From an optimization exercise on the open Yosys and OpenROAD flow, aimed at small area; shortcuts taken in it are not production practice.
Function was checked by simulation only, so behaviour that the tests miss may differ from the original.

Setup of main:
## rect_top
module rect_top #(
    parameter int  MAX_POINTS = 64,
    localparam int IDX_W      = $clog2(MAX_POINTS)
) (
    input  logic                         clk,
    input  logic                         rst,
    input  logic                         load_en,
    input  logic [IDX_W-1:0]             load_addr,
    input  logic [rect_pkg::coord_w-1:0] load_x,
    input  logic [rect_pkg::coord_w-1:0] load_y,
    input  logic [IDX_W:0]               num_points,
    input  logic                         start,
    output logic [rect_pkg::area_w-1:0]  max_area,
    output logic                         done
);
Size: about 2,200 flip-flops, roughly 84 I/O pins, roughly 71,000 µm² of cells after synthesis.
==> module point_store, before the edit <==
module point_store (
    input  logic        clk,
    input  logic        rst,
    input  logic        load_en,
    input  logic [5:0]  load_addr,
    input  logic [31:0] load_point,
    input  logic [1:0]  rd_bank,
    output logic [3:0]  phase,
    output logic [31:0] rd_point
);
    logic [3:0]          phase_q;
    logic [31:0]         wdata_q;     
    logic                late_q;      
    logic [5:0]          laddr_q;     
    logic [2:0]          lrow_q;      
    logic [3:0]          slot_now;    
    logic                now_even;
    logic                same;        
    logic                en_now;
    logic                en_late;
    logic [31:0]         now_sel;     
    logic [31:0]         late_sel;
    logic [31:0]         keep;
    always_ff @(posedge clk) begin
        if (rst) phase_q <= 4'd0;
        else     phase_q <= phase_q + 4'd1;
    end
    assign slot_now = load_addr[3:0] - phase_q - 4'd1;
    assign now_even = !slot_now[0];
    assign same    = load_en && late_q && (load_addr == laddr_q);
    assign en_now  = load_en && now_even;
    assign en_late = late_q && !same;
    always_ff @(posedge clk) begin
        wdata_q <= load_point;
        laddr_q <= load_addr;
        lrow_q  <= slot_now[3:1];
        late_q  <= load_en && !now_even;
    end
    always_comb begin
        for (int k = 0; k < 32; k++) begin
            now_sel[k]  = en_now && (load_addr[5:4] == 2'(k / 8)) && (slot_now[3:1] == 3'(k % 8));
            late_sel[k] = en_late && (laddr_q[5:4] == 2'(k / 8)) && (lrow_q == 3'(k % 8));
            keep[k]     = !(now_sel[k] || late_sel[k]);
        end
    end
    ring_array u_ring (
        .clk      (clk),
        .keep     (keep),
        .now_sel  (now_sel),
        .late_sel (late_sel),
        .now_data (load_point),
        .late_data(wdata_q),
        .rd_bank  (rd_bank),
        .rd_point (rd_point)
    );
    assign phase = phase_q;
endmodule
export LEC_CHECK = 0
export CAP_MARGIN = 20
export CELL_PAD_IN_SITES_DETAIL_PLACEMENT = 1
export CELL_PAD_IN_SITES_GLOBAL_PLACEMENT = 1
export CORE_MARGIN = 2
export CORE_UTILIZATION = 50
export PLACE_DENSITY = 0.65
export SLEW_MARGIN = 20
export SYNTH_HIERARCHICAL = 1
create_clock -name core_clock -period 10.0 [get_ports {clk}]
standard.sh (not shown) runs the stock make flow with config.mk's settings and CLKGATE_MAP_FILE= SYNTH_SCRIPT=/design/flow/synth_recipe.tcl, a recipe that flattens the netlist after the stock synthesis.
==> flow/flow/run.sh <==
#!/bin/bash
# The standard layout (standard.sh), with two changes to how it is made:
#  - clock tree synthesis without dummy loads at the leaves and with leaf
#    clusters of up to 25 registers within 100 um (CTS_ARGS);
#  - the port buffers are the smallest buffer, buf_1 (BUFFER_PORTS_ARGS).
# standard.sh's own output goes to standard.log here; each ORFS step keeps
# its full log under orfs/logs/.
set -euo pipefail
export CTS_ARGS="-sink_clustering_enable -repair_clock_nets -dont_use_dummy_load -sink_clustering_size 25 -sink_clustering_max_diameter 100"
export BUFFER_PORTS_ARGS="-buffer_cell sky130_fd_sc_hd__buf_1"
bash standard.sh > standard.log 2>&1
main completed end to end with timing, DRC and antenna clean.
Here is what was changed in the inputs of the feature branch compared with main.
diff --git a/flow/design.v b/flow/design.v
--- a/flow/design.v
+++ b/flow/design.v
@@ -29,10 +29,10 @@
     logic                late_q;      
     logic [5:0]          laddr_q;     
-    logic [2:0]          lrow_q;      
+    logic [3:0]          lslot_q;     
     logic [3:0]          slot_now;    
     logic                now_even;
     logic                same;        
     logic                en_now;
-    logic                en_late;
+    logic [31:0]         late_data;
     logic [31:0]         now_sel;     
     logic [31:0]         late_sel;
@@ -44,11 +44,11 @@
     assign slot_now = load_addr[3:0] - phase_q - 4'd1;
     assign now_even = !slot_now[0];
-    assign same    = load_en && late_q && (load_addr == laddr_q);
-    assign en_now  = load_en && now_even;
-    assign en_late = late_q && !same;
+    assign same      = load_en && late_q && (load_addr == laddr_q);
+    assign en_now    = load_en && now_even && !same;
+    assign late_data = same ? load_point : wdata_q;
     always_ff @(posedge clk) begin
         wdata_q <= load_point;
         laddr_q <= load_addr;
-        lrow_q  <= slot_now[3:1];
+        lslot_q <= slot_now - 4'd1;
         late_q  <= load_en && !now_even;
     end
@@ -56,5 +56,5 @@
         for (int k = 0; k < 32; k++) begin
             now_sel[k]  = en_now && (load_addr[5:4] == 2'(k / 8)) && (slot_now[3:1] == 3'(k % 8));
-            late_sel[k] = en_late && (laddr_q[5:4] == 2'(k / 8)) && (lrow_q == 3'(k % 8));
+            late_sel[k] = late_q && (laddr_q[5:4] == 2'(k / 8)) && (lslot_q[3:1] == 3'(k % 8));
             keep[k]     = !(now_sel[k] || late_sel[k]);
         end
@@ -66,5 +66,5 @@
         .late_sel (late_sel),
         .now_data (load_point),
-        .late_data(wdata_q),
+        .late_data(late_data),
         .rd_bank  (rd_bank),
         .rd_point (rd_point)
[summary]
Going from main to the feature branch, worst-case setup slack after placement grows by 0.026 ns. In the tables for the feature branch and main, worst hold slack reads higher with the feature branch. Comparing main with the feature branch, the simple-gate portion of the synthesized area came out essentially unchanged. Lower final wirelength among the feature branch and main: the feature branch. Number of cells on the worst reg-to-reg path: the feature branch and main compared, lower one is main. The feature branch does better than main on setup slack.

-- separate check: timing with driven ports --
Ports are ideal in the flow. The routed layouts listed here were re-timed in OpenROAD.
Step 1: set_driving_cell puts a clkbuf_16 on clk and a buf_2 on each other input, an assumption about the parent block.
Step 2 moves the port delays by t, midway between the first and last clock arrival at a register: inputs arrive t later, outputs are due t later. That takes back most of the time a late clock gives input paths.
Slacks: no drivers / after step 1 / after step 2; pairs: no drivers / after step 1.
run	t, ns	slack for setup (ns)	hold WS [ns]	worst setup path after step 2	cell pins on the clock port's net
main	0.807	0.686 / 0.686 / 0.686	0.248 / 0.248 / 0.248	register to register	1
the feature branch	0.793	0.779 / 0.779 / 0.779	0.293 / 0.293 / 0.293	register to register	1
After both steps setup and hold are still met in every run listed.
